What follows belongs to an exercise in optimizing a design on an open flow for small area; a production flow would make more cautious choices.
In this exercise RTL edits were held to simulation tests only and were not proved equivalent to the original.
Power figures rest on the tool's default switching activity, not on a simulated workload.

**flow/run.sh**
```bash
#!/bin/bash
# Own layout flow: the standard layout (standard.sh), with two changes to how
# the layout is built:
#  - the port buffers that buffer_ports inserts use the smallest buffer, buf_1;
#  - clock tree synthesis uses clkbuf_16 with larger sink clusters (30 sinks,
#    80 um) and
#    inserts no dummy loads.
# Everything else (synthesis, floorplan, power grid, placement, routing) is the
# standard flow. The make output goes to flow_make.log in the work folder; the
# ORFS tool logs stay under orfs/logs.
set -euo pipefail
export BUFFER_PORTS_ARGS="-buffer_cell sky130_fd_sc_hd__buf_1"
export CTS_ARGS="-sink_clustering_enable -repair_clock_nets -dont_use_dummy_load -buf_list {sky130_fd_sc_hd__clkbuf_16} -sink_clustering_size 30 -sink_clustering_max_diameter 80"
bash standard.sh > flow_make.log 2>&1
```
**constraint.sdc**
```tcl
create_clock -name core_clock -period 8.0 [get_ports {clk}]
set_input_delay 1.6000 -clock core_clock [delete_from_list [all_inputs] [get_ports {clk}]]
set_output_delay 1.6000 -clock core_clock [all_outputs]
set_load 0.01 [all_outputs]
```
**standard.sh**
```bash
#!/bin/bash
# synth_recipe.tcl (not shown) runs the flow's synth.tcl, then flattens the netlist and writes it again
# the make line also repeats each setting of config.mk as NAME=value (left out here)
make -C /OpenROAD-flow-scripts/flow DESIGN_CONFIG=/design/flow/config.mk WORK_HOME=/design/flow/orfs CLKGATE_MAP_FILE= SYNTH_SCRIPT=/design/flow/synth_recipe.tcl "${@:-finish}"
```
**config.mk**
```make
export PLATFORM = sky130hd
export DESIGN_NAME = edge_notify_backoff_logger
export DESIGN_NICKNAME = edge_notify_backoff_logger
export VERILOG_FILES = /design/flow/design.v
export SDC_FILE = /design/flow/constraint.sdc
export NUM_CORES = 4
export LEC_CHECK = 0
export CAP_MARGIN = 5
export CORE_MARGIN = 2
export CORE_UTILIZATION = 72
export PLACE_DENSITY = 0.82
export SLEW_MARGIN = 5
```
**design.v**
```verilog
package enbl_pkg;
	localparam int TIME_W      = 32;
	localparam int CNT_W       = 16;
	localparam int SECS_W      = 16;
	localparam int CFG_IDX_W   = 2;
	localparam int CFG_DATA_W  = 16;
	localparam logic [SECS_W-1:0]  MIN_BACKOFF_S = 16'd30;
	localparam logic [TIME_W-1:0]  DEBOUNCE_MS   = 32'd1000;
	localparam logic [TIME_W-1:0]  WRAP_LIMIT    = 32'd65536000;
	localparam logic [CNT_W-1:0]   CNT_MAX       = 16'hFFFF;
	localparam logic [CFG_IDX_W-1:0] CFG_ENABLED         = 2'd0;
	localparam logic [CFG_IDX_W-1:0] CFG_RISING_EDGE     = 2'd1;
	localparam logic [CFG_IDX_W-1:0] CFG_BACKOFF_SECONDS = 2'd2;
	localparam logic [2:0] S_IDLE = 3'd0;    
	localparam logic [2:0] S_EVA  = 3'd1;    
	localparam logic [2:0] S_WR   = 3'd2;    
	localparam logic [2:0] S_ALN  = 3'd3;    
	localparam logic [2:0] S_DRW  = 3'd5;    
	localparam logic [2:0] S_STAT = 3'd6;    
	localparam logic [2:0] S_ENTR = 3'd7;    
endpackage
import enbl_pkg::*;
module edge_notify_backoff_logger (
	input  logic                  clk,
	input  logic                  arst_n,
	input  logic                  tick_valid,
	output logic                  tick_ready,
	input  logic [TIME_W-1:0]     tick_time_ms,
	input  logic                  tick_pin_level,
	output logic                  report_valid,
	input  logic                  report_ready,
	output logic                  report_type,
	output logic                  report_push_request,
	output logic                  report_led_state,
	output logic                  report_backoff_ended,
	output logic [CNT_W-1:0]      report_suppressed_count,
	output logic [CNT_W-1:0]      report_overrun_total,
	output logic [TIME_W-1:0]     report_log_time,
	output logic                  report_last,
	input  logic                  cfg_we,
	input  logic [CFG_IDX_W-1:0]  cfg_index,
	input  logic [CFG_DATA_W-1:0] cfg_data
);
	logic [2:0] sl_q, sl_nx;
	logic [1:0] ph_q;
	logic       ph0, ph3;
	logic              en_q, rise_q;
	logic [SECS_W-1:0] secs_q;
	logic              prev_q, primed_q, active_q, wp_q;
	logic [CNT_W-1:0]  supp_q, ovr_q;
	logic [2:0]        n_q;      
	logic [2:0]        rd_q;     
	logic [2:0]        st_q;
	logic              opened_q, ended_q;
	logic              rv, rtype;
	logic [TIME_W-1:0] wet_q, le_q;
	logic [191:0]      ring_q;
	logic [TIME_W-1:0] out_q;
	logic              c_sum_q, c_deb_q, gt_q, lt_q, lew_q, gl_q, ge_q, b_u_q, b_w_q;
	logic [TIME_W-1:0] wx, wy, wz;
	logic [7:0]        x_d, y_d, z_d, u_d;
	logic              b_u, b_w;
	logic [7:0]        t_d, w_d, k_d, l_d, sum_d, deb_d;
	logic              c_sum, c_deb, gt_n, lt_n, lew_n, gl_n, ge_n;
	logic              cu, cw, cs, cd, g1, g2, g3, g4, g5;
	logic              hit, open_win, supp_hit, wrap_fix, log_we, full;
	logic              wp2, act_or, ended, act_n;
	logic [CNT_W-1:0]  supp_n, ovr_n, sc, oc;
	logic [2:0]        n1;
	logic [3:0]        tg_sum;
	logic [2:0]        tg, rd_nx;
	logic              eva_end, writing, ld_wr, ld_dr, aln_ok;
	logic              acc_beat, last_beat, purge;
	assign ph0 = (ph_q == 2'd0);
	assign ph3 = (ph_q == 2'd3);
	assign sl_nx = (sl_q == 3'd5) ? 3'd0 : {sl_q[2] ^ (sl_q[1] && sl_q[0]), sl_q[1] ^ sl_q[0], !sl_q[0]};
	assign rd_nx = (rd_q == 3'd5) ? 3'd0 : {rd_q[2] ^ (rd_q[1] && rd_q[0]), rd_q[1] ^ rd_q[0], !rd_q[0]};
	assign wx = {6'b0, secs_q, 10'b0};
	assign wy = {12'b0, secs_q, 4'b0};
	assign wz = {13'b0, secs_q, 3'b0};
	always_comb begin
		case (ph_q)
			2'd0: begin t_d = tick_time_ms[7:0];   x_d = wx[7:0];   y_d = wy[7:0];   z_d = wz[7:0];   end
			2'd1: begin t_d = tick_time_ms[15:8];  x_d = wx[15:8];  y_d = wy[15:8];  z_d = wz[15:8];  end
			2'd2: begin t_d = tick_time_ms[23:16]; x_d = wx[23:16]; y_d = wy[23:16]; z_d = wz[23:16]; end
			default: begin t_d = tick_time_ms[31:24]; x_d = wx[31:24]; y_d = wy[31:24]; z_d = wz[31:24]; end
		endcase
		k_d = (ph_q == 2'd0) ? DEBOUNCE_MS[7:0] : ((ph_q == 2'd1) ? DEBOUNCE_MS[15:8] : 8'd0);
		l_d = (ph_q == 2'd2) ? WRAP_LIMIT[23:16] : ((ph_q == 2'd3) ? WRAP_LIMIT[31:24] : 8'd0);
	end
	always_comb begin
		hit      = en_q && primed_q &&
			(rise_q ? (tick_pin_level && !prev_q) : (!tick_pin_level && prev_q));
		open_win = hit && !active_q;
		cu = !ph0 && b_u_q;
		cw = !ph0 && b_w_q;
		cs = !ph0 && c_sum_q;
		cd = !ph0 && c_deb_q;
		g1 = ph0 || !gt_q;
		g2 = !ph0 && lt_q;
		g3 = ph0 || lew_q;
		g4 = !ph0 && gl_q;
		g5 = !ph0 && !ge_q;
		for (int i = 0; i < 8; i++) begin
			u_d[i] = x_d[i] ^ y_d[i] ^ cu;
			cu     = (!x_d[i] && y_d[i]) || (!(x_d[i] ^ y_d[i]) && cu);
			w_d[i] = u_d[i] ^ z_d[i] ^ cw;
			cw     = (!u_d[i] && z_d[i]) || (!(u_d[i] ^ z_d[i]) && cw);
			sum_d[i] = t_d[i] ^ w_d[i] ^ cs;
			cs       = (t_d[i] && w_d[i]) || ((t_d[i] ^ w_d[i]) && cs);
			deb_d[i] = le_q[i] ^ k_d[i] ^ cd;
			cd       = (le_q[i] && k_d[i]) || ((le_q[i] ^ k_d[i]) && cd);
			g1 = (!t_d[i] && deb_d[i]) || (!t_d[i] && g1) || (deb_d[i] && g1);
			g2 = (!t_d[i] && w_d[i]) || (!t_d[i] && g2) || (w_d[i] && g2);
			g3 = (!t_d[i] && w_d[i]) || (!t_d[i] && g3) || (w_d[i] && g3);
			g4 = (wet_q[i] && !l_d[i]) || (wet_q[i] && g4) || (!l_d[i] && g4);
			g5 = (!t_d[i] && wet_q[i]) || (!t_d[i] && g5) || (wet_q[i] && g5);
		end
		b_u   = cu;
		b_w   = cw;
		c_sum = cs;
		c_deb = cd;
		gt_n  = !g1;
		lt_n  = g2;
		lew_n = g3;
		gl_n  = g4;
		ge_n  = !g5;
		supp_hit = hit && active_q && gt_n;
		wrap_fix = en_q && primed_q && !hit && active_q && lt_n && gl_n;
		log_we   = open_win || supp_hit;
		wp2      = (wp_q || (open_win && c_sum)) && !lew_n;
		act_or   = active_q || open_win;
		ended    = active_q && !wp2 && (wrap_fix || ge_n);
		act_n    = act_or && !ended;
		full  = log_we && (n_q == 3'd7);
		sc[0] = eva_end && supp_hit && !(&supp_q);
		oc[0] = eva_end && full && !(&ovr_q);
		for (int i = 1; i < CNT_W; i++) begin
			sc[i] = sc[i-1] && supp_q[i-1];
			oc[i] = oc[i-1] && ovr_q[i-1];
		end
		supp_n = (supp_q ^ sc) & {CNT_W{!(eva_end && open_win)}};
		ovr_n  = (ovr_q ^ oc) & {CNT_W{!purge}};
		n1     = n_q ^ {n_q[1] && n_q[0] && log_we && !full, n_q[0] && log_we && !full, log_we && !full};
	end
	always_comb begin
		tg_sum  = {1'b0, rd_q} + {1'b0, n_q} - 4'd1;
		tg      = (n_q == 3'd7) ? rd_q : ((tg_sum >= 4'd6) ? 3'(tg_sum - 4'd6) : tg_sum[2:0]);
		eva_end = (st_q == S_EVA) && ph3;
		writing = (st_q == S_WR) && (sl_q == tg);
		ld_wr   = writing && ph0 && (n_q == 3'd7);
		ld_dr   = (st_q == S_DRW) && ph0 && (sl_q == rd_q);
		aln_ok  = !(ended_q && (n_q != 3'd0)) ||
			((sl_nx == rd_q) && (ph_q == ((n_q == 3'd7) ? 2'd1 : 2'd2)));
	end
	assign tick_ready = (st_q == S_ALN) && aln_ok;
	assign rv         = (st_q == S_STAT) || (st_q == S_ENTR);
	assign rtype      = (st_q == S_ENTR);
	assign acc_beat   = rv && report_ready;
	assign last_beat  = rtype ? (n_q == 3'd1) : !(ended_q && (n_q != 3'd0));
	assign purge      = acc_beat && last_beat && ended_q;
	always_ff @(posedge clk or negedge arst_n) begin
		if (!arst_n) begin
			ph_q     <= 2'd0;
			sl_q     <= 3'd0;
			en_q     <= 1'b0;
			rise_q   <= 1'b1;
			secs_q   <= MIN_BACKOFF_S;
			prev_q   <= 1'b0;
			primed_q <= 1'b0;
			active_q <= 1'b0;
			wp_q     <= 1'b0;
			supp_q   <= '0;
			ovr_q    <= '0;
			n_q      <= '0;
			st_q     <= S_IDLE;
		end else begin
			ph_q   <= {ph_q[1] ^ ph_q[0], !ph_q[0]};
			if (ph3)
				sl_q <= sl_nx;
			supp_q <= supp_n;
			ovr_q  <= ovr_n;
			case (st_q)
				S_IDLE: begin
					if (tick_valid && ph3)
						st_q <= S_EVA;
				end
				S_EVA: begin
					if (ph3) begin
						if (en_q) begin
							primed_q <= 1'b1;
							prev_q   <= tick_pin_level;
						end
						active_q <= act_n;
						wp_q     <= wp2;
						n_q      <= n1;
						st_q     <= log_we ? S_WR : S_ALN;
					end
				end
				S_WR: begin
					if (writing && ph3)
						st_q <= S_ALN;
				end
				S_ALN: begin
					if (aln_ok)
						st_q <= S_STAT;
				end
				S_DRW: begin
					if (ld_dr)
						st_q <= S_ENTR;
				end
				default: begin
					if (acc_beat) begin
						if (purge)
							n_q <= '0;
						else if (rtype)
							n_q <= n_q ^ {!n_q[1] && !n_q[0], !n_q[0], 1'b1};
						if (last_beat)
							st_q <= S_IDLE;
						else if (!rtype && (n_q == 3'd7))
							st_q <= S_ENTR;
						else
							st_q <= S_DRW;
					end
				end
			endcase
			if (cfg_we) begin
				case (cfg_index)
					CFG_ENABLED: begin
						en_q     <= cfg_data[0];
						active_q <= 1'b0;
						wp_q     <= 1'b0;
						primed_q <= 1'b0;
					end
					CFG_RISING_EDGE: begin
						rise_q <= cfg_data[0];
					end
					CFG_BACKOFF_SECONDS: begin
						secs_q <= ((cfg_data[15:5] == 11'd0) && !(&cfg_data[4:1])) ? MIN_BACKOFF_S : cfg_data;
					end
					default: begin
					end
				endcase
			end
		end
	end
	always_ff @(posedge clk) begin
		if (eva_end) begin
			opened_q <= open_win;
			ended_q  <= ended;
		end
		if (eva_end && log_we && (n_q == 3'd0))
			rd_q <= sl_nx;
		else if ((writing && ph3 && (n_q == 3'd7)) || ld_dr)
			rd_q <= rd_nx;
	end
	always_ff @(posedge clk) begin
		b_u_q   <= b_u;
		b_w_q   <= b_w;
		c_sum_q <= c_sum;
		c_deb_q <= c_deb;
		gt_q    <= gt_n;
		lt_q    <= lt_n;
		lew_q   <= lew_n;
		gl_q    <= gl_n;
		ge_q    <= ge_n;
	end
	always_ff @(posedge clk) begin
		wet_q  <= {((st_q == S_EVA) && open_win) ? sum_d : wet_q[7:0], wet_q[31:8]};
		le_q   <= {((st_q == S_EVA) && hit) ? t_d : le_q[7:0], le_q[31:8]};
		ring_q <= {writing ? t_d : ring_q[7:0], ring_q[191:8]};
		if (ld_wr || ld_dr)
			out_q <= ring_q[31:0];
	end
	assign report_valid            = rv;
	assign report_type             = rtype;
	assign report_push_request     = opened_q;
	assign report_led_state        = active_q;
	assign report_backoff_ended    = ended_q;
	assign report_suppressed_count = supp_q;
	assign report_overrun_total    = ovr_q;
	assign report_log_time         = rtype ? out_q : '0;
	assign report_last             = last_beat;
endmodule
```
==> results.json, run 1 <==
{
  "synth-seq-cells": 367,
  "reg2regPathDepth": 40,
  "place_inst": 1323,
  "ys_seq_area_share_pct": 64.9,
  "dp_hpwl_um": 16800,
  "post-route-min-period_ns": 7.56,
  "critPathKind": "reg -> reg",
  "syn_area_per_cell_um2": 12.4,
  "drcViolationCount": 0,
  "multiInputGateArea_mm2": 0.00395,
  "synth_top_flop_cell": "dfxtp_1",
  "start_util_pct": 74.2,
  "areaGrowthSynthToFinish_pct": 9.15,
  "max_freq_ghz": 0.132,
  "max_stage_delay_ns": 0.46,
  "min-delay-start": "wet_q[8]$_DFF_P_",
  "hold_class": "reg -> reg",
  "post-synth-top-count-cell": "dfxtp_1",
  "dr.pass1.iters": 6,
  "worst_path_dominant_cell_family": "adder cells",
  "portBuffers": 126,
  "synth_common_cells": "dfxtp_1 (265), nand2_1 (94), inv_1 (70)",
  "die_x_um": 135,
  "synth_area_leader_cell": "dfxtp_1",
  "cts_root_buf": "clkbuf_16",
  "drive_gt1_share_pct": 5.80,
  "worstSkewPairLatency_ns": 0.50,
  "critPathRequiredTime_ns": 8.34,
  "max_slew_margin_pct": 23.9,
  "slowest_stage": "fa_1",
  "slew_viol_final": 0,
  "cts.sinks": 367,
  "skew_ns": 0.0297,
  "place_congestion": 0.902,
  "dieArea_mm2": 0.0183,
  "hold-path-cell-count": 0,
  "grtUsageTotal_pct": 27.0,
  "via_count": 7681,
  "cp_num_buf_inv": 9,
  "wl_per_cell_um": 17.9,
  "grt_pass1_vias": 7559,
  "crit_top_cell": "ha_1",
  "synth_area_leaders": "dfxtp_1 (43%), dfrtp_1 (12%), edfxtp_1 (9.0%), ha_1 (5.4%), fa_1 (5.0%)",
  "ir_worst_vdd_mv": 0.246,
  "cp_num_cells": 40,
  "cap_violations": 0,
  "worstMarginPinSlew_ns": 1.14,
  "clk_path_buf_depth": 3,
  "final_hold_viol_count": 0,
  "grt_max_degree": 66,
  "finalNonFillerCells": 1341,
  "setup_viol": 0,
  "grt_pass1_wl_um": 38300,
  "syn-num-nets": 1136,
  "async_flop_share_pct": 17.7,
  "synth_edf_count": 37,
  "num_io_pins": 127,
  "start_kind": "flip-flop",
  "dieHeight_um": 135,
  "wl_um": 24000,
  "rows": 47,
  "htree_levels": 1,
  "overflow": 0,
  "cts_tree": "done",
  "synth.cell_area_mm2": 0.0124,
  "power_w": 0.00411,
  "antenna_found_initial": 0,
  "leakagePower_nw": 5.87,
  "fin_nets": 1263,
  "seq_area_mm2": 0.00805,
  "path_max_fanout": 4,
  "timing.rr.start": "ph_q[0]$_DFF_PN0_",
  "antenna_left": 0,
  "drtIter0Drc": 546,
  "finalCritPeriodShare_pct": 94.5,
  "status": "complete, no violations",
  "yosys.area.top_type_share_pct": 42.8,
  "diodes": 0,
  "rsz0062_at_grt": "false",
  "vias_per_cell": 5.73,
  "finalSetupTns_ns": 0,
  "worst_ep_arrival_time_ns": 7.90,
  "fill_cells": 996,
  "syn_inst": 996,
  "core_area_mm2": 0.0167,
  "yosys.cell_types.count": 66,
  "worstSetupStartpoint": "ph_q[0]$_DFF_PN0_",
  "cts_hold_buf": 0,
  "cts_inserted_buffers": 16,
  "ys_warn_count": 1,
  "power_density_mw_per_mm2": 303,
  "endpoint_kind": "flip-flop",
  "clkTransAtPathRegs_ns": 0.11
}
## worst reg2reg max path, delay by kind of cell, from the launching register on
family	cells	cell delay, ns
AND/OR/NAND/NOR	5	0.74
flip-flops	1	0.40
buffers and inverters	9	0.65
adder cells (fa/ha/maj)	24	5.38
AO/OA/AOI/OAI	2	0.25
## per-layer routing
layer  up-vias  track usage (%)  routed length [um]
met4         0             7.00                 615
met1      3719             36.2               10200
li1       3593                -                   -
met5         -                0                   0
met2       305             47.1               11800
met3        64             3.63                1360
## cell type report
cell class,instances,area share (%)
tap,220,2.03
sequential,367,59.5
clock buffer,16,2.96
multi-input combinational,524,29.2
inverter,74,2.05
timing repair buffer,140,4.28
## through the flow
| stage | setup WS, ns | hold WS [ns] | utilization, % | cell area (um2) |
|---|---|---|---|---|
| 3_5_place_dp | 0.335 | 0.312 | 78.5 | 13100 |
| 4_1_cts | 0.271 | 0.302 | 80.9 | 13500 |
| 5_1_grt | 0.0384 | 0.318 | 81.0 | 13500 |
| 2_1_floorplan | 0.461 | 0.310 | - | 12400 |
| 6_report | 0.441 | 0.298 | 81.0 | 13500 |
| 3_3_place_gp | 0.685 | 0.310 | 78.5 | 13100 |
## path summary, 6_finish.rpt
| check | slack, ns | to |
|---|---|---|
| worst min register to register | 0.30 | wet_q[0]$_DFF_P_ |
| worst max register to register | 0.44 | ovr_q[14]$_DFF_PN0_ |
| min in group asynchronous | 1.29 | secs_q[7]$_DFFE_PN0P_ |
| max in group asynchronous | 6.13 | ph_q[0]$_DFF_PN0_ |
| worst max-delay path | 0.44 | ovr_q[14]$_DFF_PN0_ |
| worst min-delay path | 0.30 | wet_q[0]$_DFF_P_ |
## state kept, by name, summed over array words and instances, names as in the netlist, 16 cells and up
| register | cells |
|---|---|
| supp_q | 16 |
| ring_q | 192 |
| secs_q | 16 |
| wet_q | 32 |
| le_q | 32 |
| ovr_q | 16 |
| out_q | 32 |
## where the power goes
| part | internal (W) | total, W | leakage [nW] | switching, W |
|---|---|---|---|---|
| clock network | 0.000362 | 0.000867 | 0.197 | 0.000505 |
| registers | 0.00214 | 0.00227 | 3.33 | 0.000124 |
| logic | 0.000394 | 0.000969 | 2.35 | 0.000575 |
## logic make-up after synthesis
group | synth area share [%]
buffers and inverters | 3.29
xor gates and xnor gates | 0.707
adders and majority gates | 10.7
and+or+nand+nor | 11.0
muxes | 1.37
DFF | 64.9
AOI/OAI and AO/OA | 8.01
## cells in the final DEF (no fill, tap or decap), types with 12 or more instances in the layout
master,n
nand4_1,16
fa_1,29
o21ai_0,38
dfrtp_1,59
a21oi_1,18
nor2_1,37
inv_1,68
a22oi_1,12
and2_1,34
nand2_1,94
nor2b_1,38
dfxtp_1,265
edfxtp_1,37
buf_4,14
ha_1,53
buf_1,125
clkbuf_16,16
## timing repair
action / 4_1_cts / 5_1_grt
endpoints found under the setup margin: 0 / 3
buffers inserted: 0 / 2
resized for setup: 0 / 6
==> run 2: changes to the inputs <==
--- a/config.mk
+++ b/config.mk
@@ -8,5 +8,5 @@
 export CAP_MARGIN = 5
 export CORE_MARGIN = 2
-export CORE_UTILIZATION = 72
-export PLACE_DENSITY = 0.82
+export CORE_UTILIZATION = 65
+export PLACE_DENSITY = 0.75
 export SLEW_MARGIN = 5
==> run 2 against run 1 <==
Critical endpoint unchanged; first-iteration DRC count is 7.3% lower; synthesized cell count stayed put; die area is 10% higher.
==> results.json, run 2 <==
{
  "cts_root_buf": "clkbuf_16",
  "synth_common_cells": "dfxtp_1 (265), nand2_1 (94), inv_1 (70)",
  "ir_worst_vdd_mv": 0.169,
  "place_inst": 1337,
  "power_density_mw_per_mm2": 302,
  "wl_per_cell_um": 16.5,
  "max_freq_ghz": 0.133,
  "max_stage_delay_ns": 0.46,
  "max_slew_margin_pct": 21.9,
  "cts_inserted_buffers": 17,
  "synth_top_flop_cell": "dfxtp_1",
  "grtUsageTotal_pct": 22.4,
  "drcViolationCount": 0,
  "worst_ep_arrival_time_ns": 7.84,
  "post-synth-top-count-cell": "dfxtp_1",
  "diodes": 0,
  "cts_hold_buf": 0,
  "clk_path_buf_depth": 3,
  "drtIter0Drc": 506,
  "post-route-min-period_ns": 7.51,
  "worstSkewPairLatency_ns": 0.51,
  "finalCritPeriodShare_pct": 93.9,
  "slowest_stage": "fa_1",
  "setup_viol": 0,
  "ys_seq_area_share_pct": 64.9,
  "htree_levels": 1,
  "antenna_found_initial": 0,
  "finalNonFillerCells": 1358,
  "synth-seq-cells": 367,
  "drive_gt1_share_pct": 5.69,
  "mostFrequentLayoutCells": "dfxtp_1 (265), buf_1 (125), nand2_1 (94)",
  "areaGrowthSynthToFinish_pct": 9.57,
  "via_count": 7413,
  "worst_path_dominant_cell_family": "adder cells",
  "clkTransAtPathRegs_ns": 0.10,
  "dieArea_mm2": 0.0202,
  "start_kind": "flip-flop",
  "crit_top_cell": "ha_1",
  "vias_per_cell": 5.46,
  "fin_nets": 1266,
  "ys_warn_count": 1,
  "syn_area_per_cell_um2": 12.4,
  "overflow": 0,
  "dp_hpwl_um": 15900,
  "worstMarginPinSlew_ns": 1.17,
  "cts.sinks": 367,
  "cp_num_buf_inv": 9,
  "rows": 50,
  "synth.cell_area_mm2": 0.0124,
  "hold_class": "reg -> reg",
  "final_common_cell": "dfxtp_1",
  "critPathKind": "reg -> reg",
  "skew_ns": 0.0569,
  "top_register": "ring_q",
  "num_io_pins": 127,
  "cts_tree": "done",
  "leakagePower_nw": 5.89,
  "syn_inst": 996,
  "largest_reg_flops": 192,
  "yosys.area.top_type_share_pct": 42.8,
  "rsz0062_at_grt": "false",
  "status": "complete, no violations",
  "slew_viol_final": 0,
  "grt_pass1_wl_um": 35400,
  "syn-num-nets": 1136,
  "grt_pass1_vias": 7122,
  "start_util_pct": 66.3,
  "portBuffers": 126,
  "synth_edf_count": 37,
  "place_congestion": 0.914,
  "cap_violations": 0,
  "grt_max_degree": 66,
  "wl_um": 22400,
  "core_area_mm2": 0.0187,
  "fin_util_pct": 72.6,
  "yosys.cell_types.count": 66,
  "dr.pass1.iters": 5,
  "dieHeight_um": 142,
  "synth_area_leader_cell": "dfxtp_1",
  "die_x_um": 142,
  "critPathRequiredTime_ns": 8.33,
  "endpoint_kind": "flip-flop",
  "path_max_fanout": 4,
  "antenna_left": 0,
  "synth_area_leaders": "dfxtp_1 (43%), dfrtp_1 (12%), edfxtp_1 (9.0%), ha_1 (5.4%), fa_1 (5.0%)",
  "final_hold_viol_count": 0,
  "finalSetupTns_ns": 0,
  "async_flop_share_pct": 17.7
}
==> run 2: cell counts after synthesis <==
Identical to the previous run, type by type.
==> run 2: cell type report <==
class	instances	area, um2
Clock buffer	17	425
Timing Repair Buffer	142	594
Multi-Input combinational cell	524	3940
Fill cell	1329	5120
Tap cell	234	293
Sequential cell	367	8050
Inverter	74	278
==> run 2: cells by family after synthesis <==
family	count (synthesis)	share of synthesized area [%]
AO/OA/AOI/OAI	142	8.01
XOR/XNOR	10	0.707
adder cells (fa/ha/maj)	88	10.7
buffers and inverters	105	3.29
flip-flops	367	64.9
multiplexers	16	1.37
AND/OR/NAND/NOR	268	11.0
==> run 2: worst register-to-register path, delay by kind of cell, from the launching register on <==
kind	cells	cell delay (ns)
compound gates	2	0.26
fa+ha+maj	24	5.31
buf+inv	9	0.65
flops	1	0.41
simple gates	5	0.72
==> run 2: worst paths after layout <==
kind	to	cells after the start	slack, ns	start
setup / recovery	ovr_q[14]$_DFF_PN0_	40	0.49	ph_q[1]$_DFF_PN0_
hold / removal	le_q[10]$_DFF_P_	0	0.28	le_q[18]$_DFF_P_
setup reg to reg	ovr_q[14]$_DFF_PN0_	40	0.49	ph_q[1]$_DFF_PN0_
hold reg to reg	le_q[10]$_DFF_P_	0	0.28	le_q[18]$_DFF_P_
min in group asynchronous	secs_q[13]$_DFFE_PN0P_	2	1.29	arst_n
max in group asynchronous	ph_q[0]$_DFF_PN0_	2	6.14	arst_n
==> run 2: report_power, final <==
part           internal [W]  switching, W
Combinational      0.000392      0.000550
Clock              0.000383      0.000511
Sequential          0.00214      0.000117
==> run 2: what timing repair did <==
item | 4_1_cts | 5_1_grt
endpoints found under the setup margin | 0 | 2
buffers inserted | 0 | 4
gates resized for setup | 0 | 2
==> run 2: metrics by stage <==
| stage | hold slack [ns] | area (um2) | worst slack [ns] | power, W |
|---|---|---|---|---|
| final | 0.279 | 13600 | 0.486 | 0.00410 |
| after global routing | 0.273 | 13600 | 0.00582 | 0.00435 |
| after CTS | 0.278 | 13500 | 0.360 | 0.00413 |
| after detailed placement | 0.312 | 13100 | 0.425 | 0.00324 |
| after global placement | 0.310 | 13100 | 0.650 | 0.00321 |
| after floorplan | 0.310 | 12400 | 0.461 | 0.00295 |
==> run 2: routing by layer <==
layer  global-route usage [%]  routed length (um)  up-vias  share of wire (%)
li1                         -                   -     3599                  -
met1                     31.0               10100     3568                 45
met2                     37.2               10400      211                 47
met3                     3.77                1400       35                6.3
met4                     5.74                 461        0                2.1
met5                        0                   0        -                  0
==> run 3: changes to the inputs <==
--- a/flow/run.sh
+++ b/flow/run.sh
@@ -11,4 +11,4 @@
 set -euo pipefail
 export BUFFER_PORTS_ARGS="-buffer_cell sky130_fd_sc_hd__buf_1"
-export CTS_ARGS="-sink_clustering_enable -repair_clock_nets -dont_use_dummy_load -buf_list {sky130_fd_sc_hd__clkbuf_16} -sink_clustering_size 30 -sink_clustering_max_diameter 80"
+export CTS_ARGS="-sink_clustering_enable -repair_clock_nets -dont_use_dummy_load -buf_list {sky130_fd_sc_hd__clkbuf_8} -root_buf sky130_fd_sc_hd__clkbuf_8 -sink_clustering_buffer sky130_fd_sc_hd__clkbuf_16 -sink_clustering_size 30 -sink_clustering_max_diameter 80"
 bash standard.sh > flow_make.log 2>&1
==> run 3 against run 2 <==
Total power is 1.0% lower; non-clock buffer count is the same; worst hold slack worse by 0.0080 ns; core utilization down 0.18 points; sequential share of layout area rose by 0.15 points; worst setup slack lost 0.022 ns; synthesized cell count stayed put; combinational power barely moved; wire length shrank 0.18%; clock skew is 0.0088 ns higher; critical endpoint unchanged; highest routed layer unchanged.
==> results.json, run 3 <==
{
  "status": "complete, no violations",
  "antenna_found_initial": 0,
  "synth_edf_count": 37,
  "max_stage_delay_ns": 0.46,
  "place_congestion": 0.914,
  "clk_path_buf_depth": 3,
  "ys_seq_area_share_pct": 64.9,
  "syn-num-nets": 1136,
  "worstMarginPinSlew_ns": 1.13,
  "finalCritPeriodShare_pct": 94.2,
  "syn_inst": 996,
  "drtIter0Drc": 519,
  "core_area_mm2": 0.0187,
  "via_count": 7439,
  "synth_common_cells": "dfxtp_1 (265), nand2_1 (94), inv_1 (70)",
  "start_util_pct": 66.3,
  "leakagePower_nw": 5.88,
  "yosys.cell_types.count": 66,
  "cts_tree": "done",
  "synth-seq-cells": 367,
  "drcViolationCount": 0,
  "max_slew_margin_pct": 24.4,
  "top_register": "ring_q",
  "post-route-min-period_ns": 7.54,
  "start_kind": "flip-flop",
  "async_flop_share_pct": 17.7,
  "power_density_mw_per_mm2": 299,
  "finalSetupTns_ns": 0,
  "synth_top_flop_cell": "dfxtp_1",
  "largest_reg_flops": 192,
  "clkTransAtPathRegs_ns": 0.10,
  "rows": 50,
  "setup_viol": 0,
  "worstSkewPairLatency_ns": 0.56,
  "ir_worst_vdd_mv": 0.173,
  "setup_ws_ns": 0.464,
  "hold_class": "reg -> reg",
  "skew_ns": 0.0657,
  "dieArea_mm2": 0.0202,
  "cts_inserted_buffers": 17,
  "wl_per_cell_um": 16.4,
  "path_max_fanout": 4,
  "power_w": 0.00405,
  "cts_hold_buf": 0,
  "vias_per_cell": 5.48,
  "post-place-ws_ns": 0.425,
  "critPathKind": "reg -> reg",
  "reg2reg_slack_ns": 0.46,
  "grt_pass1_vias": 7105,
  "syn_area_per_cell_um2": 12.4,
  "worst_ep_arrival_time_ns": 7.91,
  "synth_area_leader_cell": "dfxtp_1",
  "cp_num_buf_inv": 9,
  "whs_ns": 0.271,
  "drive_gt1_share_pct": 5.78,
  "cts.sinks": 367,
  "dp_hpwl_um": 15900,
  "endpoint_kind": "flip-flop",
  "wl_um": 22300,
  "grtUsageTotal_pct": 22.3,
  "dr.pass1.iters": 5,
  "num_io_pins": 127,
  "crit_top_cell": "ha_1",
  "critPathRequiredTime_ns": 8.37,
  "ys_warn_count": 1,
  "fin_nets": 1266,
  "final_common_cell": "dfxtp_1",
  "mostFrequentLayoutCells": "dfxtp_1 (265), buf_1 (125), nand2_1 (94)",
  "post-synth-top-count-cell": "dfxtp_1",
  "synth_area_leaders": "dfxtp_1 (43%), dfrtp_1 (12%), edfxtp_1 (9.0%), ha_1 (5.4%), fa_1 (5.0%)",
  "antenna_left": 0,
  "areaGrowthSynthToFinish_pct": 9.30,
  "grt_max_degree": 66,
  "max_freq_ghz": 0.133,
  "worst_path_dominant_cell_family": "adder cells",
  "slew_viol_final": 0,
  "portBuffers": 126,
  "die_x_um": 142,
  "grt_pass1_wl_um": 35300,
  "synth.cell_area_mm2": 0.0124,
  "htree_levels": 1,
  "final_hold_viol_count": 0,
  "diodes": 0,
  "yosys.area.top_type_share_pct": 42.8,
  "cap_violations": 0,
  "cts_root_buf": "clkbuf_8",
  "overflow": 0,
  "dieHeight_um": 142,
  "slowest_stage": "fa_1"
}
run 3: cells by family (layout without fill, tap and decap cells):
logic type | Yosys count | count (layout) | share of synthesized area (%)
AND/OR/NAND/NOR | 268 | 268 | 11.0
buffers and inverters | 105 | 233 | 3.29
AO/OA/AOI/OAI | 142 | 142 | 8.01
flip-flops | 367 | 367 | 64.9
adder cells (fa/ha/maj) | 88 | 88 | 10.7
multiplexers | 16 | 16 | 1.37
XOR/XNOR | 10 | 10 | 0.707
run 3: timing repair:
item                       in CTS  in global routing
resized for setup               0                  3
setup endpoints to repair       0                  2
setup buffers                   0                  4
run 3: final cells by class:
cell class                      instances  area, um2
Fill cell                            1344       5160
Timing Repair Buffer                  142        594
Multi-Input combinational cell        524       3940
Sequential cell                       367       8050
Clock buffer                           17        392
Tap cell                              234        293
Inverter                               74        278
run 3: path summary, 6_finish.rpt:
kind / startpoint / endpoint / cells past startpoint
worst min register to register: le_q[18]$_DFF_P_ / le_q[10]$_DFF_P_ / 0
min in group asynchronous: arst_n / secs_q[13]$_DFFE_PN0P_ / 2
worst min-delay path: le_q[18]$_DFF_P_ / le_q[10]$_DFF_P_ / 0
max in group asynchronous: arst_n / ph_q[0]$_DFF_PN0_ / 2
worst max register to register: ph_q[1]$_DFF_PN0_ / ovr_q[14]$_DFF_PN0_ / 40
worst max-delay path: ph_q[1]$_DFF_PN0_ / ovr_q[14]$_DFF_PN0_ / 40
run 3: where the power goes:
group | switching [W] | internal (W) | total, W | leakage (nW)
clock | 0.000504 | 0.000348 | 0.000852 | 0.194
sequential | 0.000117 | 0.00214 | 0.00226 | 3.33
combinational | 0.000549 | 0.000393 | 0.000942 | 2.36
total | 0.00117 | 0.00288 | 0.00405 | 5.88
run 3: worst register-to-register path: cells and delay by family (launching register included):
family,cells,cell delay [ns]
flip-flops,1,0.41
buffers and inverters,9,0.67
adder cells (fa/ha/maj),24,5.33
AND/OR/NAND/NOR,5,0.72
AO/OA/AOI/OAI,2,0.26
run 3: per-layer routing:
layer | GRT usage [%] | share of wire (%)
met5 | 0 | 0
met4 | 5.63 | 1.9
met3 | 3.40 | 5.6
met2 | 37.1 | 47
met1 | 31.2 | 46
run 3: metrics by stage:
step                util [%]  instance area (um2)  instances
global route            72.4                13500       1358
CTS                     72.2                13500       1354
global placement        70.1                13100       1337
detailed placement      70.1                13100       1337
floorplan                  -                12400        996
finish                  72.4                13500       1358
==> run 4: changes to the inputs <==
--- a/design.v
+++ b/design.v
@@ -57,8 +57,8 @@
 	logic [191:0]      ring_q;
 	logic [TIME_W-1:0] out_q;
-	logic              c_sum_q, c_deb_q, gt_q, lt_q, lew_q, gl_q, ge_q, b_u_q, b_w_q;
+	logic              c_sum_q, c_deb_q, gt_q, lt_q, lew_q, gl_q, ge_q, c_u_q, c_w_q;
 	logic [TIME_W-1:0] wx, wy, wz;
 	logic [7:0]        x_d, y_d, z_d, u_d;
-	logic              b_u, b_w;
+	logic              c_u, c_w;
 	logic [7:0]        t_d, w_d, k_d, l_d, sum_d, deb_d;
 	logic              c_sum, c_deb, gt_n, lt_n, lew_n, gl_n, ge_n;
@@ -93,6 +93,6 @@
 			(rise_q ? (tick_pin_level && !prev_q) : (!tick_pin_level && prev_q));
 		open_win = hit && !active_q;
-		cu = !ph0 && b_u_q;
-		cw = !ph0 && b_w_q;
+		cu = ph0 || c_u_q;
+		cw = ph0 || c_w_q;
 		cs = !ph0 && c_sum_q;
 		cd = !ph0 && c_deb_q;
@@ -103,8 +103,8 @@
 		g5 = !ph0 && !ge_q;
 		for (int i = 0; i < 8; i++) begin
-			u_d[i] = x_d[i] ^ y_d[i] ^ cu;
-			cu     = (!x_d[i] && y_d[i]) || (!(x_d[i] ^ y_d[i]) && cu);
-			w_d[i] = u_d[i] ^ z_d[i] ^ cw;
-			cw     = (!u_d[i] && z_d[i]) || (!(u_d[i] ^ z_d[i]) && cw);
+			u_d[i] = x_d[i] ^ !y_d[i] ^ cu;
+			cu     = (x_d[i] && !y_d[i]) || ((x_d[i] ^ !y_d[i]) && cu);
+			w_d[i] = u_d[i] ^ !z_d[i] ^ cw;
+			cw     = (u_d[i] && !z_d[i]) || ((u_d[i] ^ !z_d[i]) && cw);
 			sum_d[i] = t_d[i] ^ w_d[i] ^ cs;
 			cs       = (t_d[i] && w_d[i]) || ((t_d[i] ^ w_d[i]) && cs);
@@ -117,6 +117,6 @@
 			g5 = (!t_d[i] && wet_q[i]) || (!t_d[i] && g5) || (wet_q[i] && g5);
 		end
-		b_u   = cu;
-		b_w   = cw;
+		c_u   = cu;
+		c_w   = cw;
 		c_sum = cs;
 		c_deb = cd;
@@ -256,6 +256,6 @@
 	end
 	always_ff @(posedge clk) begin
-		b_u_q   <= b_u;
-		b_w_q   <= b_w;
+		c_u_q   <= c_u;
+		c_w_q   <= c_w;
 		c_sum_q <= c_sum;
 		c_deb_q <= c_deb;
--- a/flow/run.sh
+++ b/flow/run.sh
@@ -3,7 +3,7 @@
 # the layout is built:
 #  - the port buffers that buffer_ports inserts use the smallest buffer, buf_1;
-#  - clock tree synthesis uses clkbuf_16 with larger sink clusters (30 sinks,
-#    80 um) and
-#    inserts no dummy loads.
+#  - clock tree synthesis drives sink clusters (up to 30 sinks, 80 um) with
+#    clkbuf_16, builds the tree above them from clkbuf_8 and inserts no dummy
+#    loads.
 # Everything else (synthesis, floorplan, power grid, placement, routing) is the
 # standard flow. The make output goes to flow_make.log in the work folder; the
==> run 4 against run 3 <==
Maximum frequency up 1.3%; first-iteration DRC count down 30%; synthesized area down 0.50%; largest power group unchanged; still clean.
==> results.json, run 4 <==
{
  "async_flop_share_pct": 17.7,
  "critPathRequiredTime_ns": 8.40,
  "cp_num_buf_inv": 9,
  "path_max_fanout": 5,
  "status": "complete, no violations",
  "drtIter0Drc": 363,
  "timing.rr.start": "ph_q[1]$_DFF_PN0_",
  "num_io_pins": 127,
  "post-route-min-period_ns": 7.44,
  "power_density_mw_per_mm2": 288,
  "synth_area_leader_cell": "dfxtp_1",
  "worst_path_dominant_cell_family": "adder cells",
  "postLayoutCellArea_mm2": 0.0135,
  "portBuffers": 126,
  "slew_viol_final": 0,
  "start_kind": "flip-flop",
  "rows": 50,
  "dieArea_mm2": 0.0201,
  "clk_path_buf_depth": 3,
  "r2r_end": "ovr_q[14]$_DFF_PN0_",
  "htree_levels": 1,
  "synth-seq-cells": 367,
  "setup_viol": 0,
  "max_slew_margin_pct": 40.6,
  "cap_violations": 0,
  "dieHeight_um": 142,
  "cts_tree": "done",
  "finalSetupTns_ns": 0,
  "grt_max_degree": 66,
  "cts_inserted_buffers": 16,
  "route.met3.wl_um": 762,
  "ir_worst_vdd_mv": 0.217,
  "syn-num-nets": 1089,
  "hold-path-cell-count": 0,
  "yosys.area.top_type_share_pct": 43.0,
  "diodes": 0,
  "synth_edf_count": 37,
  "max_freq_ghz": 0.134,
  "fin_nets": 1218,
  "route.met2.wl_um": 9980,
  "max_stage_delay_ns": 0.52,
  "syn_area_per_cell_um2": 13.0,
  "synth.cell_area_mm2": 0.0123,
  "final_hold_viol_count": 0,
  "antenna_left": 0,
  "via_count": 7013,
  "reg2regPathDepth": 41,
  "worst_ep_arrival_time_ns": 7.83,
  "grtUsageTotal_pct": 21.7,
  "wl_um": 21400,
  "finalCritPeriodShare_pct": 93.0,
  "worstSkewPairLatency_ns": 0.55,
  "cp_num_cells": 41,
  "areaGrowthSynthToFinish_pct": 9.07,
  "dr.pass1.iters": 5,
  "min-delay-start": "ring_q[104]$_DFF_P_",
  "cts_hold_buf": 0,
  "leakagePower_nw": 5.86,
  "worstMarginPinSlew_ns": 0.891,
  "endpoint_kind": "flip-flop",
  "largest_reg_flops": 192,
  "dp_hpwl_um": 15500,
  "min_delay_worst_endpoint": "ring_q[96]$_DFF_P_",
  "antenna_found_initial": 0,
  "place_congestion": 0.835,
  "drcViolationCount": 0,
  "synth_top_flop_cell": "dfxtp_1",
  "ys_warn_count": 1,
  "die_x_um": 142,
  "synth_common_cells": "dfxtp_1 (265), nand2_1 (75), dfrtp_1 (60)",
  "cts.sinks": 367,
  "core_area_mm2": 0.0186,
  "start_util_pct": 66.1,
  "detailed_place.area_mm2": 0.0131,
  "ys_seq_area_share_pct": 65.3,
  "syn_inst": 949,
  "mostFrequentLayoutCells": "dfxtp_1 (265), buf_1 (125), nand2_1 (75)",
  "cts_root_buf": "clkbuf_8",
  "overflow": 0,
  "skew_ns": 0.0224,
  "yosys.cell_types.count": 73,
  "synth_area_leaders": "dfxtp_1 (43%), dfrtp_1 (12%), edfxtp_1 (9.0%), ha_1 (5.4%), fa_1 (5.0%)",
  "grt_pass1_vias": 6732,
  "drive_gt1_share_pct": 7.71,
  "wl_per_cell_um": 16.3,
  "crit_top_cell": "ha_1",
  "reg2reg_slack_ns": 0.56,
  "final_common_cell": "dfxtp_1",
  "vias_per_cell": 5.35,
  "top_register": "ring_q",
  "grt_pass1_wl_um": 34400,
  "m1WireLength_um": 10200,
  "clkTransAtPathRegs_ns": 0.10,
  "maxUsedRoutingLayer": "met4",
  "post-synth-top-count-cell": "dfxtp_1",
  "slowest_stage": "fa_1",
  "critPathKind": "reg -> reg",
  "hold_class": "reg -> reg"
}
-- run 4: cell types whose count changed in the layout (fill, tap and decap cells not counted), sizes merged, moves of 5 or more --
cell / previous run / this run
nor2: 37 / 31
or2: 7 / 2
and3: 3 / 8
nand2: 94 / 75
inv: 72 / 62
mux2: 8 / 25
nor2b: 38 / 22
and2: 34 / 52
o21ai: 38 / 22
o21a: 2 / 7
-- run 4: worst max-delay path by stage --
stage / endpoint / from
finish: ovr_q[14]$_DFF_PN0_ / ph_q[1]$_DFF_PN0_
global route: ovr_q[15]$_DFF_PN0_ / ph_q[1]$_DFF_PN0_
CTS: ovr_q[14]$_DFF_PN0_ / ph_q[0]$_DFF_PN0_
detailed placement: ovr_q[14]$_DFF_PN0_ / ph_q[0]$_DFF_PN0_
global placement: ovr_q[14]$_DFF_PN0_ / ph_q[0]$_DFF_PN0_
floorplan: ended_q$_DFFE_PP_ / ph_q[0]$_DFF_PN0_
-- run 4: per-stage QoR --
step	setup slack [ns]	hold slack (ns)	util [%]	power [W]	instances
after floorplan	0.638	0.310	-	0.00284	949
after CTS	0.350	0.328	72.0	0.00391	1307
after global placement	0.695	0.310	70.0	0.00306	1291
after global routing	-0.0261	0.326	72.1	0.00411	1310
final	0.563	0.321	72.1	0.00387	1310
after detailed placement	0.411	0.312	70.0	0.00309	1291
-- run 4: cells by family after synthesis --
family,after synthesis,synth area share (%)
and+or+nand+nor,243,10.2
xor gates and xnor gates,12,0.852
AOI/OAI and AO/OA,119,7.31
buffers and inverters,90,2.88
DFF,367,65.3
muxes,34,3.07
adders and majority gates,84,10.4
-- run 4: area by class of cell --
class / instances / area [um2]
fill: 1347 / 5190
inverter: 62 / 235
clock buffer: 16 / 367
timing repair buffer: 139 / 572
tap: 234 / 293
sequential: 367 / 8050
multi-input combinational: 492 / 3930
-- run 4: repair_timing --
action                                  in CTS  in global routing
buffers inserted                             0                  3
gates resized for setup                      0                  2
endpoints found under the setup margin       0                  4
-- run 4: power breakdown --
group | switching [W] | internal [W] | leakage [nW]
clock | 0.000500 | 0.000326 | 0.182
sequential | 0.000107 | 0.00208 | 3.31
combinational | 0.000486 | 0.000369 | 2.36
-- run 4: metal layers --
layer  global-route usage (%)  up-vias
met2                     36.4      135
met4                     5.11        0
li1                         -     3444
met3                     2.70       29
met5                        0        -
met1                     30.8     3405
==> run 5: changes to the inputs <==
--- a/flow/run.sh
+++ b/flow/run.sh
@@ -11,4 +11,4 @@
 set -euo pipefail
 export BUFFER_PORTS_ARGS="-buffer_cell sky130_fd_sc_hd__buf_1"
-export CTS_ARGS="-sink_clustering_enable -repair_clock_nets -dont_use_dummy_load -buf_list {sky130_fd_sc_hd__clkbuf_8} -root_buf sky130_fd_sc_hd__clkbuf_8 -sink_clustering_buffer sky130_fd_sc_hd__clkbuf_16 -sink_clustering_size 30 -sink_clustering_max_diameter 80"
+export CTS_ARGS="-sink_clustering_enable -repair_clock_nets -dont_use_dummy_load -buf_list {sky130_fd_sc_hd__clkbuf_8} -root_buf sky130_fd_sc_hd__clkbuf_8 -sink_clustering_buffer sky130_fd_sc_hd__clkbuf_8 -sink_clustering_size 20 -sink_clustering_max_diameter 60"
 bash standard.sh > flow_make.log 2>&1
==> run 5 against run 4 <==
Clock skew up 0.050 ns; clock power shrank 7.1%; flip-flop and latch count unchanged; combinational power barely moved; synthesized area is the same; total power fell by 1.5%; core utilization is 0.23 points lower; non-clock buffer count shrank 1; design area decreased by 0.33%.
==> results.json, run 5 <==
{
  "finalCritPeriodShare_pct": 93.4,
  "cts_inserted_buffers": 24,
  "antenna_found_initial": 0,
  "power_w": 0.00381,
  "path_max_fanout": 5,
  "endpoint_kind": "flip-flop",
  "final_hold_viol_count": 0,
  "post-synth-top-count-cell": "dfxtp_1",
  "critPathRequiredTime_ns": 8.37,
  "slew_viol_final": 0,
  "synth_common_cells": "dfxtp_1 (265), nand2_1 (75), dfrtp_1 (60)",
  "max_freq_ghz": 0.134,
  "skew_ns": 0.0724,
  "mostFrequentLayoutCells": "dfxtp_1 (265), buf_1 (125), nand2_1 (75)",
  "ys_seq_area_share_pct": 65.3,
  "worst_ep_arrival_time_ns": 7.84,
  "drive_gt1_share_pct": 8.31,
  "max_stage_delay_ns": 0.52,
  "detailed_place.area_mm2": 0.0131,
  "htree_levels": 1,
  "dp_hpwl_um": 15500,
  "crit_top_cell": "ha_1",
  "start_kind": "flip-flop",
  "dieArea_mm2": 0.0201,
  "synth.cell_area_mm2": 0.0123,
  "syn_area_per_cell_um2": 13.0,
  "finalSetupTns_ns": 0,
  "hold_class": "reg -> reg",
  "cts_hold_buf": 0,
  "wl_per_cell_um": 16.2,
  "final_common_cell": "dfxtp_1",
  "clk_path_buf_depth": 3,
  "cts_root_buf": "clkbuf_8",
  "via_count": 7049,
  "areaGrowthSynthToFinish_pct": 8.72,
  "antenna_left": 0,
  "worstSkewPairLatency_ns": 0.56,
  "cap_violations": 0,
  "place_congestion": 0.835,
  "diodes": 0,
  "setup_ws_ns": 0.532,
  "die_x_um": 142,
  "status": "complete, no violations",
  "critPathKind": "reg -> reg",
  "ys_warn_count": 1,
  "clkTransAtPathRegs_ns": 0.10,
  "num_io_pins": 127,
  "cts_tree": "done",
  "ir_worst_vdd_mv": 0.171,
  "start_util_pct": 66.1,
  "grt_pass1_wl_um": 34300,
  "leakagePower_nw": 5.84,
  "worstMarginPinSlew_ns": 0.869,
  "syn-num-nets": 1089,
  "grt_pass1_vias": 6828,
  "portBuffers": 126,
  "max_slew_margin_pct": 42.1,
  "postLayoutCellArea_mm2": 0.0134,
  "synth-seq-cells": 367,
  "largest_reg_flops": 192,
  "overflow": 0,
  "grtUsageTotal_pct": 21.6,
  "syn_inst": 949,
  "synth_area_leaders": "dfxtp_1 (43%), dfrtp_1 (12%), edfxtp_1 (9.0%), ha_1 (5.4%), fa_1 (5.0%)",
  "post-place-ws_ns": 0.411,
  "synth_area_leader_cell": "dfxtp_1",
  "yosys.cell_types.count": 73,
  "setup_viol": 0,
  "rows": 50,
  "vias_per_cell": 5.35,
  "synth_edf_count": 37,
  "async_flop_share_pct": 17.7,
  "wl_um": 21300,
  "drtIter0Drc": 409,
  "synth_top_flop_cell": "dfxtp_1",
  "slowest_stage": "fa_1",
  "power_density_mw_per_mm2": 284,
  "fin_util_pct": 71.9,
  "top_register": "ring_q",
  "grt_max_degree": 66,
  "drcViolationCount": 0,
  "dr.pass1.iters": 5,
  "yosys.area.top_type_share_pct": 43.0,
  "cts.sinks": 367,
  "dieHeight_um": 142,
  "post-route-min-period_ns": 7.47,
  "fin_nets": 1225,
  "core_area_mm2": 0.0186
}
run 5: cell counts after synthesis:
No cell type changed its count.
run 5: layout make-up:
cell class,count,area [um2]
inverters,62,235
flip-flops and latches,367,8050
multi-input cells,492,3930
clock buffers,24,330
fillers,1352,5240
repair buffers,138,564
well taps,234,293
run 5: path summary, 6_finish.rpt:
kind,from,cells after the start,slack (ns),endpoint
worst max-delay path,ph_q[1]$_DFF_PN0_,40,0.53,supp_q[14]$_DFF_PN0_
max in group asynchronous,arst_n,2,6.14,ph_q[0]$_DFF_PN0_
min in group asynchronous,arst_n,2,1.25,supp_q[15]$_DFF_PN0_
worst min register to register,ring_q[162]$_DFF_P_,0,0.30,ring_q[154]$_DFF_P_
worst min-delay path,ring_q[162]$_DFF_P_,0,0.30,ring_q[154]$_DFF_P_
worst max register to register,ph_q[1]$_DFF_PN0_,40,0.53,supp_q[14]$_DFF_PN0_
run 5: logic make-up after synthesis:
kind of cell | after synthesis | synth area share [%]
flops | 367 | 65.3
simple gates | 243 | 10.2
fa+ha+maj | 84 | 10.4
xor+xnor | 12 | 0.852
compound gates | 119 | 7.31
mux | 34 | 3.07
buf+inv | 90 | 2.88
run 5: per-stage QoR:
step / hold slack [ns] / std cells
detailed placement: 0.312 / 1291
CTS: 0.288 / 1315
global route: 0.291 / 1317
global placement: 0.310 / 1291
floorplan: 0.310 / 949
finish: 0.305 / 1317
run 5: repair_timing:
item | CTS | global route
setup buffers | 0 | 2
resized for setup | 0 | 2
setup endpoints to repair | 0 | 3
run 5: worst max-delay path: cells and delay by family, from the launching register on:
kind            cells  cell delay, ns
flops               1            0.42
compound gates      4            1.09
buf+inv             9            0.62
fa+ha+maj          24            4.71
simple gates        3            0.45
run 5: power breakdown:
group	switching (W)	total, W	internal, W
Combinational	0.000487	0.000856	0.000369
Sequential	0.000106	0.00219	0.00208
Clock	0.000498	0.000768	0.000270
run 5: metal layers:
| metal | track usage (%) | share of wire (%) | vias up |
|---|---|---|---|
| li1 | - | - | 3458 |
| met1 | 30.5 | 48 | 3408 |
| met2 | 35.9 | 46 | 146 |
| met3 | 2.63 | 3.8 | 37 |
| met4 | 6.16 | 2.2 | 0 |
| met5 | 0 | 0 | - |
==> run 6: changes to the inputs <==
--- a/flow/run.sh
+++ b/flow/run.sh
@@ -3,7 +3,6 @@
 # the layout is built:
 #  - the port buffers that buffer_ports inserts use the smallest buffer, buf_1;
-#  - clock tree synthesis drives sink clusters (up to 30 sinks, 80 um) with
-#    clkbuf_16, builds the tree above them from clkbuf_8 and inserts no dummy
-#    loads.
+#  - clock tree synthesis builds the whole tree from clkbuf_8, with sink
+#    clusters of up to 20 sinks within 60 um, and inserts no dummy loads.
 # Everything else (synthesis, floorplan, power grid, placement, routing) is the
 # standard flow. The make output goes to flow_make.log in the work folder; the
==> run 6 against run 5 <==
Synthesized cell count unchanged; global-route usage unchanged; still clean on timing, DRC and antenna; clock-buffer cell count unchanged; non-clock buffer count unchanged; largest power group unchanged; via count unchanged; total power unchanged; largest cell class unchanged; critical endpoint unchanged; synthesized area unchanged.
==> results.json, run 6 <==
{
  "start_util_pct": 66.1,
  "yosys.cell_types.count": 73,
  "synth-seq-cells": 367,
  "grt_max_degree": 66,
  "clk_path_buf_depth": 3,
  "slew_viol_final": 0,
  "skew_ns": 0.0724,
  "cts_hold_buf": 0,
  "num_io_pins": 127,
  "post-route-min-period_ns": 7.47,
  "setup_viol": 0,
  "mostFrequentLayoutCells": "dfxtp_1 (265), buf_1 (125), nand2_1 (75)",
  "worst_ep_arrival_time_ns": 7.84,
  "hold_class": "reg -> reg",
  "start_kind": "flip-flop",
  "die_x_um": 142,
  "ys_warn_count": 1,
  "power_density_mw_per_mm2": 284,
  "cts_root_buf": "clkbuf_8",
  "grtUsageTotal_pct": 21.6,
  "ys_seq_area_share_pct": 65.3,
  "top_register": "ring_q",
  "synth.cell_area_mm2": 0.0123,
  "cts_tree": "done",
  "overflow": 0,
  "vias_per_cell": 5.35,
  "syn-num-nets": 1089,
  "path_max_fanout": 5,
  "crit_top_cell": "ha_1",
  "diodes": 0,
  "rows": 50,
  "via_count": 7049,
  "dieHeight_um": 142,
  "final_hold_viol_count": 0,
  "synth_edf_count": 37,
  "max_slew_margin_pct": 42.1,
  "wl_per_cell_um": 16.2,
  "cts.sinks": 367,
  "slowest_stage": "fa_1",
  "drcViolationCount": 0,
  "synth_area_leaders": "dfxtp_1 (43%), dfrtp_1 (12%), edfxtp_1 (9.0%), ha_1 (5.4%), fa_1 (5.0%)",
  "wl_um": 21300,
  "fill_cells": 1352,
  "worstSkewPairLatency_ns": 0.56,
  "drtIter0Drc": 409,
  "syn_area_per_cell_um2": 13.0,
  "final_common_cell": "dfxtp_1",
  "portBuffers": 126,
  "synth_area_leader_cell": "dfxtp_1",
  "grt_pass1_vias": 6828,
  "synth_common_cells": "dfxtp_1 (265), nand2_1 (75), dfrtp_1 (60)",
  "grt_pass1_wl_um": 34300,
  "leakagePower_nw": 5.84,
  "antenna_left": 0,
  "setup_ws_ns": 0.532,
  "worstMarginPinSlew_ns": 0.869,
  "drive_gt1_share_pct": 8.31,
  "largest_reg_flops": 192,
  "syn_inst": 949,
  "post-synth-top-count-cell": "dfxtp_1",
  "dieArea_mm2": 0.0201,
  "critPathRequiredTime_ns": 8.37,
  "detailed_place.area_mm2": 0.0131,
  "endpoint_kind": "flip-flop",
  "core_area_mm2": 0.0186,
  "cts_inserted_buffers": 24,
  "yosys.area.top_type_share_pct": 43.0,
  "place_congestion": 0.835,
  "synth_top_flop_cell": "dfxtp_1",
  "fin_nets": 1225,
  "areaGrowthSynthToFinish_pct": 8.72,
  "postLayoutCellArea_mm2": 0.0134,
  "dr.pass1.iters": 5,
  "htree_levels": 1,
  "max_freq_ghz": 0.134,
  "power_w": 0.00381,
  "clkTransAtPathRegs_ns": 0.10,
  "dp_hpwl_um": 15500,
  "status": "complete, no violations",
  "antenna_found_initial": 0,
  "critPathKind": "reg -> reg",
  "ir_worst_vdd_mv": 0.171,
  "post-place-ws_ns": 0.411,
  "async_flop_share_pct": 17.7,
  "max_stage_delay_ns": 0.52,
  "cap_violations": 0,
  "finalCritPeriodShare_pct": 93.4
}
==> run 6: cell counts after synthesis <==
Identical to the previous run, type by type.
==> run 6: area by class of cell <==
type	instances	area (um2)	area share, %
clock buffer	24	330	2.46
timing repair buffer	138	564	4.21
sequential	367	8050	60.0
tap	234	293	2.18
multi-input combinational	492	3930	29.3
inverter	62	235	1.75
==> run 6: path summary, 6_finish.rpt <==
kind | start | to | slack [ns] | cells past startpoint
min in group asynchronous | arst_n | supp_q[15]$_DFF_PN0_ | 1.25 | 2
hold reg to reg | ring_q[162]$_DFF_P_ | ring_q[154]$_DFF_P_ | 0.30 | 0
setup / recovery | ph_q[1]$_DFF_PN0_ | supp_q[14]$_DFF_PN0_ | 0.53 | 40
setup reg to reg | ph_q[1]$_DFF_PN0_ | supp_q[14]$_DFF_PN0_ | 0.53 | 40
hold / removal | ring_q[162]$_DFF_P_ | ring_q[154]$_DFF_P_ | 0.30 | 0
max in group asynchronous | arst_n | ph_q[0]$_DFF_PN0_ | 6.14 | 2
==> run 6: report_power, final <==
part           switching, W  internal [W]
Combinational      0.000487      0.000369
Sequential         0.000106       0.00208
Clock              0.000498      0.000270
==> run 6: cell families after synthesis <==
group                    Yosys count  share of synthesized area [%]
flip-flops                       367                           65.3
XOR/XNOR                          12                          0.852
AND/OR/NAND/NOR                  243                           10.2
adder cells (fa/ha/maj)           84                           10.4
buffers and inverters             90                           2.88
AO/OA/AOI/OAI                    119                           7.31
multiplexers                      34                           3.07
==> run 6: layer usage <==
layer / share of wire [%] / track usage (%)
met5: 0 / 0
met4: 2.2 / 6.16
met3: 3.8 / 2.63
met2: 46 / 35.9
met1: 48 / 30.5
==> run 6: critical path: cells and delay by family (launching register included) <==
family	cells	cell delay [ns]
buffers and inverters	9	0.62
AOI/OAI and AO/OA	4	1.09
adders and majority gates	24	4.71
DFF	1	0.42
and+or+nand+nor	3	0.45
==> run 6: repair_timing <==
item | 4_1_cts | 5_1_grt
gates resized for setup | 0 | 2
setup endpoints to repair | 0 | 3
setup buffers | 0 | 2
==> run 6: per-stage QoR <==
step	TNS (ns)	hold slack, ns	utilization [%]	cells
after floorplan	0	0.310	-	949
after global placement	0	0.310	70.0	1291
after detailed placement	0	0.312	70.0	1291
after CTS	0	0.288	71.8	1315
after global routing	-0.0371	0.291	71.9	1317
final	0	0.305	71.9	1317
==> run 7: changes to the inputs <==
--- a/flow/run.sh
+++ b/flow/run.sh
@@ -10,4 +10,4 @@
 set -euo pipefail
 export BUFFER_PORTS_ARGS="-buffer_cell sky130_fd_sc_hd__buf_1"
-export CTS_ARGS="-sink_clustering_enable -repair_clock_nets -dont_use_dummy_load -buf_list {sky130_fd_sc_hd__clkbuf_8} -root_buf sky130_fd_sc_hd__clkbuf_8 -sink_clustering_buffer sky130_fd_sc_hd__clkbuf_8 -sink_clustering_size 20 -sink_clustering_max_diameter 60"
+export CTS_ARGS="-sink_clustering_enable -repair_clock_nets -dont_use_dummy_load -buf_list {sky130_fd_sc_hd__clkbuf_8} -root_buf sky130_fd_sc_hd__clkbuf_8 -sink_clustering_buffer sky130_fd_sc_hd__clkbuf_8 -sink_clustering_size 22 -sink_clustering_max_diameter 50"
 bash standard.sh > flow_make.log 2>&1
--- a/config.mk
+++ b/config.mk
@@ -8,5 +8,5 @@
 export CAP_MARGIN = 5
 export CORE_MARGIN = 2
-export CORE_UTILIZATION = 65
-export PLACE_DENSITY = 0.75
+export CORE_UTILIZATION = 72
+export PLACE_DENSITY = 0.82
 export SLEW_MARGIN = 5
==> run 7 against run 6 <==
Still clean; synthesized area unchanged; worst hold slack got worse by 0.038 ns; sequential power about the same; critical path depth increased by 1; synthesized cell count unchanged; worst setup slack got worse by 0.048 ns; largest cell class unchanged.
==> results.json, run 7 <==
{
  "max_freq_ghz": 0.133,
  "cts.sinks": 367,
  "overflow": 0,
  "core_area_mm2": 0.0166,
  "final_common_cell": "dfxtp_1",
  "grtUsageTotal_pct": 25.2,
  "max_slew_margin_pct": 39.7,
  "start_util_pct": 74.1,
  "combPwrFrac_pct": 22.4,
  "cts_inserted_buffers": 26,
  "post-synth-top-count-cell": "dfxtp_1",
  "dr.pass1.iters": 7,
  "async_flop_share_pct": 17.7,
  "ys_warn_count": 1,
  "num_io_pins": 127,
  "detailed_place.area_mm2": 0.0130,
  "htree_levels": 1,
  "slew_viol_final": 0,
  "grt_pass1_wl_um": 35700,
  "syn_area_per_cell_um2": 13.0,
  "slowest_stage": "fa_1",
  "drtIter0Drc": 594,
  "ys_seq_area_share_pct": 65.3,
  "cts_hold_buf": 0,
  "antenna_left": 0,
  "dp_hpwl_um": 15700,
  "pwr-share-clk_pct": 20.7,
  "min_delay_worst_endpoint": "wet_q[2]$_DFF_P_",
  "p_sw_share_pct": 28.6,
  "mostFrequentLayoutCells": "dfxtp_1 (265), buf_1 (125), nand2_1 (75)",
  "synth_edf_count": 37,
  "grt_max_degree": 66,
  "synth_common_cells": "dfxtp_1 (265), nand2_1 (75), dfrtp_1 (60)",
  "top_register": "ring_q",
  "critPathRequiredTime_ns": 8.43,
  "met2_usage_pct": 41.4,
  "portBuffers": 126,
  "path_max_fanout": 5,
  "postLayoutCellArea_mm2": 0.0134,
  "endpoint_kind": "flip-flop",
  "fin_nets": 1228,
  "wl_um": 22100,
  "cts_root_buf": "clkbuf_8",
  "post-route-min-period_ns": 7.52,
  "worst_ep_arrival_time_ns": 7.95,
  "final_hold_viol_count": 0,
  "drive_gt1_share_pct": 9.02,
  "clk_path_buf_depth": 3,
  "yosys.area.top_type_share_pct": 43.0,
  "power_density_mw_per_mm2": 287,
  "syn_inst": 949,
  "largest_reg_flops": 192,
  "synth_area_leader_cell": "dfxtp_1",
  "wl_per_cell_um": 16.9,
  "min-delay-start": "wet_q[10]$_DFF_P_",
  "yosys.cell_types.count": 73,
  "ir_worst_vdd_mv": 0.240,
  "rows": 47,
  "syn-num-nets": 1089,
  "grt_util_met1_pct": 35.0,
  "synth-seq-cells": 367,
  "start_kind": "flip-flop",
  "clkTransAtPathRegs_ns": 0.12,
  "drcViolationCount": 0,
  "timing.rr.start": "ph_q[0]$_DFF_PN0_",
  "worstMarginPinSlew_ns": 0.905,
  "grt_pass1_vias": 7170,
  "crit_top_cell": "ha_1",
  "reg2reg_slack_ns": 0.48,
  "finalSetupTns_ns": 0,
  "skew_ns": 0.0702,
  "hold-path-cell-count": 0,
  "synth_area_leaders": "dfxtp_1 (43%), dfrtp_1 (12%), edfxtp_1 (9.0%), ha_1 (5.4%), fa_1 (5.0%)",
  "r2r_end": "ovr_q[14]$_DFF_PN0_",
  "synth_top_flop_cell": "dfxtp_1",
  "switchingPower_w": 0.00110,
  "critPathKind": "reg -> reg",
  "max_stage_delay_ns": 0.53,
  "hold_class": "reg -> reg",
  "vias_per_cell": 5.51,
  "antenna_found_initial": 1,
  "reg2regPathDepth": 41,
  "gr-max-usage-layer": "met2",
  "diodes": 0,
  "via_count": 7199,
  "place_congestion": 0.874,
  "sequentialPowerShare_pct": 56.9,
  "cts_tree": "done",
  "status": "complete, no violations",
  "die_x_um": 135,
  "leakagePower_nw": 5.85,
  "dieArea_mm2": 0.0182,
  "dieHeight_um": 135,
  "finalCritPeriodShare_pct": 93.9,
  "worstSkewPairLatency_ns": 0.58,
  "cap_violations": 0,
  "p_int_w": 0.00275,
  "areaGrowthSynthToFinish_pct": 8.94,
  "met3_usage_pct": 4.09,
  "synth.cell_area_mm2": 0.0123,
  "setup_viol": 0
}
## run 7: repair_timing
item	in CTS	in global routing
resized for setup	0	7
endpoints found under the setup margin	0	6
buffers inserted	0	4
## run 7: final cells by class
type	instances	area, um2
sequential	367	8050
multi-input combinational	492	3940
fill	992	3210
timing repair buffer	139	572
clock buffer	26	358
tap	220	275
inverter	62	235
## run 7: per-layer routing
layer  wire length [um]  vias to the layer above
li1                   -                     3457
met1               9630                     3484
met2              10700                      211
met3               1140                       47
met4                600                        0
met5                  0                        -
## run 7: cells by family after synthesis
logic type | count (synthesis) | share of synthesized area, %
flops | 367 | 65.3
compound gates | 119 | 7.31
mux | 34 | 3.07
xor+xnor | 12 | 0.852
buf+inv | 90 | 2.88
fa+ha+maj | 84 | 10.4
simple gates | 243 | 10.2
## run 7: how the worst max path moves through the flow
| stage | slack (ns) | start | cells after the start | end |
|---|---|---|---|---|
| global placement | 0.65 | ph_q[0]$_DFF_PN0_ | 41 | ovr_q[14]$_DFF_PN0_ |
| detailed placement | 0.34 | ph_q[0]$_DFF_PN0_ | 41 | ovr_q[14]$_DFF_PN0_ |
| CTS | 0.26 | ph_q[0]$_DFF_PN0_ | 41 | ovr_q[14]$_DFF_PN0_ |
| global route | -0.05 | ph_q[0]$_DFF_PN0_ | 42 | ovr_q[15]$_DFF_PN0_ |
| finish | 0.48 | ph_q[0]$_DFF_PN0_ | 41 | ovr_q[14]$_DFF_PN0_ |
| floorplan | 0.64 | ph_q[0]$_DFF_PN0_ | 22 | ended_q$_DFFE_PP_ |
## run 7: metrics by stage
stage | power, W | util, % | hold WS (ns) | setup slack (ns) | cells
after floorplan | 0.00284 | - | 0.310 | 0.638 | 949
after global placement | 0.00304 | 78.3 | 0.310 | 0.651 | 1276
after detailed placement | 0.00309 | 78.3 | 0.312 | 0.338 | 1276
after CTS | 0.00387 | 80.4 | 0.266 | 0.258 | 1302
after global routing | 0.00408 | 80.7 | 0.253 | -0.0534 | 1306
final | 0.00385 | 80.7 | 0.267 | 0.484 | 1306
## run 7: critical path: cells and delay by family, from the launching register on
family / cells / cell delay [ns]
adder cells (fa/ha/maj): 24 / 4.78
AO/OA/AOI/OAI: 4 / 1.10
buffers and inverters: 9 / 0.64
AND/OR/NAND/NOR: 4 / 0.46
flip-flops: 1 / 0.41
## run 7: power groups by stage
stage / combinational, W / clock (W) / sequential [W]
floorplan: 0.000658 / 0 / 0.00218
global placement: 0.000825 / 0 / 0.00222
detailed placement: 0.000856 / 0 / 0.00223
CTS: 0.000864 / 0.000814 / 0.00219
global route: 0.000985 / 0.000879 / 0.00222
finish: 0.000861 / 0.000798 / 0.00219

==> separate check: timing with driven ports <==
No port has a modelled driver above. Below, the same layouts with a new extraction and two added sets of constraints.
Step 1: set_driving_cell puts a clkbuf_16 on clk and a buf_2 on each other input, an assumption about the parent block.
Step 2 moves the port delays by t, midway between the first and last clock arrival at a register: inputs arrive t later, outputs are due t later. That takes back most of the time a late clock gives input paths.
a / b / c = ideal / step 1 / step 2; a / b = the first two.
run | t, ns | slack for setup (ns) | worst hold slack (ns) | worst slew at a driven data input, ns | pins driven straight from the clock port
run 1 | 0.530 | 0.441 / 0.441 / 0.441 | 0.298 / 0.298 / 0.298 | 0.06 | 1
run 2 | 0.520 | 0.486 / 0.486 / 0.486 | 0.279 / 0.279 / 0.279 | 0.05 | 1
run 3 | 0.571 | 0.464 / 0.464 / 0.464 | 0.271 / 0.271 / 0.271 | 0.05 | 1
run 4 | 0.585 | 0.563 / 0.563 / 0.563 | 0.321 / 0.321 / 0.321 | 0.05 | 1
run 5 | 0.560 | 0.532 / 0.532 / 0.532 | 0.305 / 0.305 / 0.305 | 0.05 | 1
run 6 | 0.560 | 0.532 / 0.532 / 0.532 | 0.305 / 0.305 / 0.305 | 0.05 | 1
run 7 | 0.585 | 0.484 / 0.484 / 0.484 | 0.267 / 0.267 / 0.267 | 0.04 | 1
After both steps every run listed still meets setup and hold.
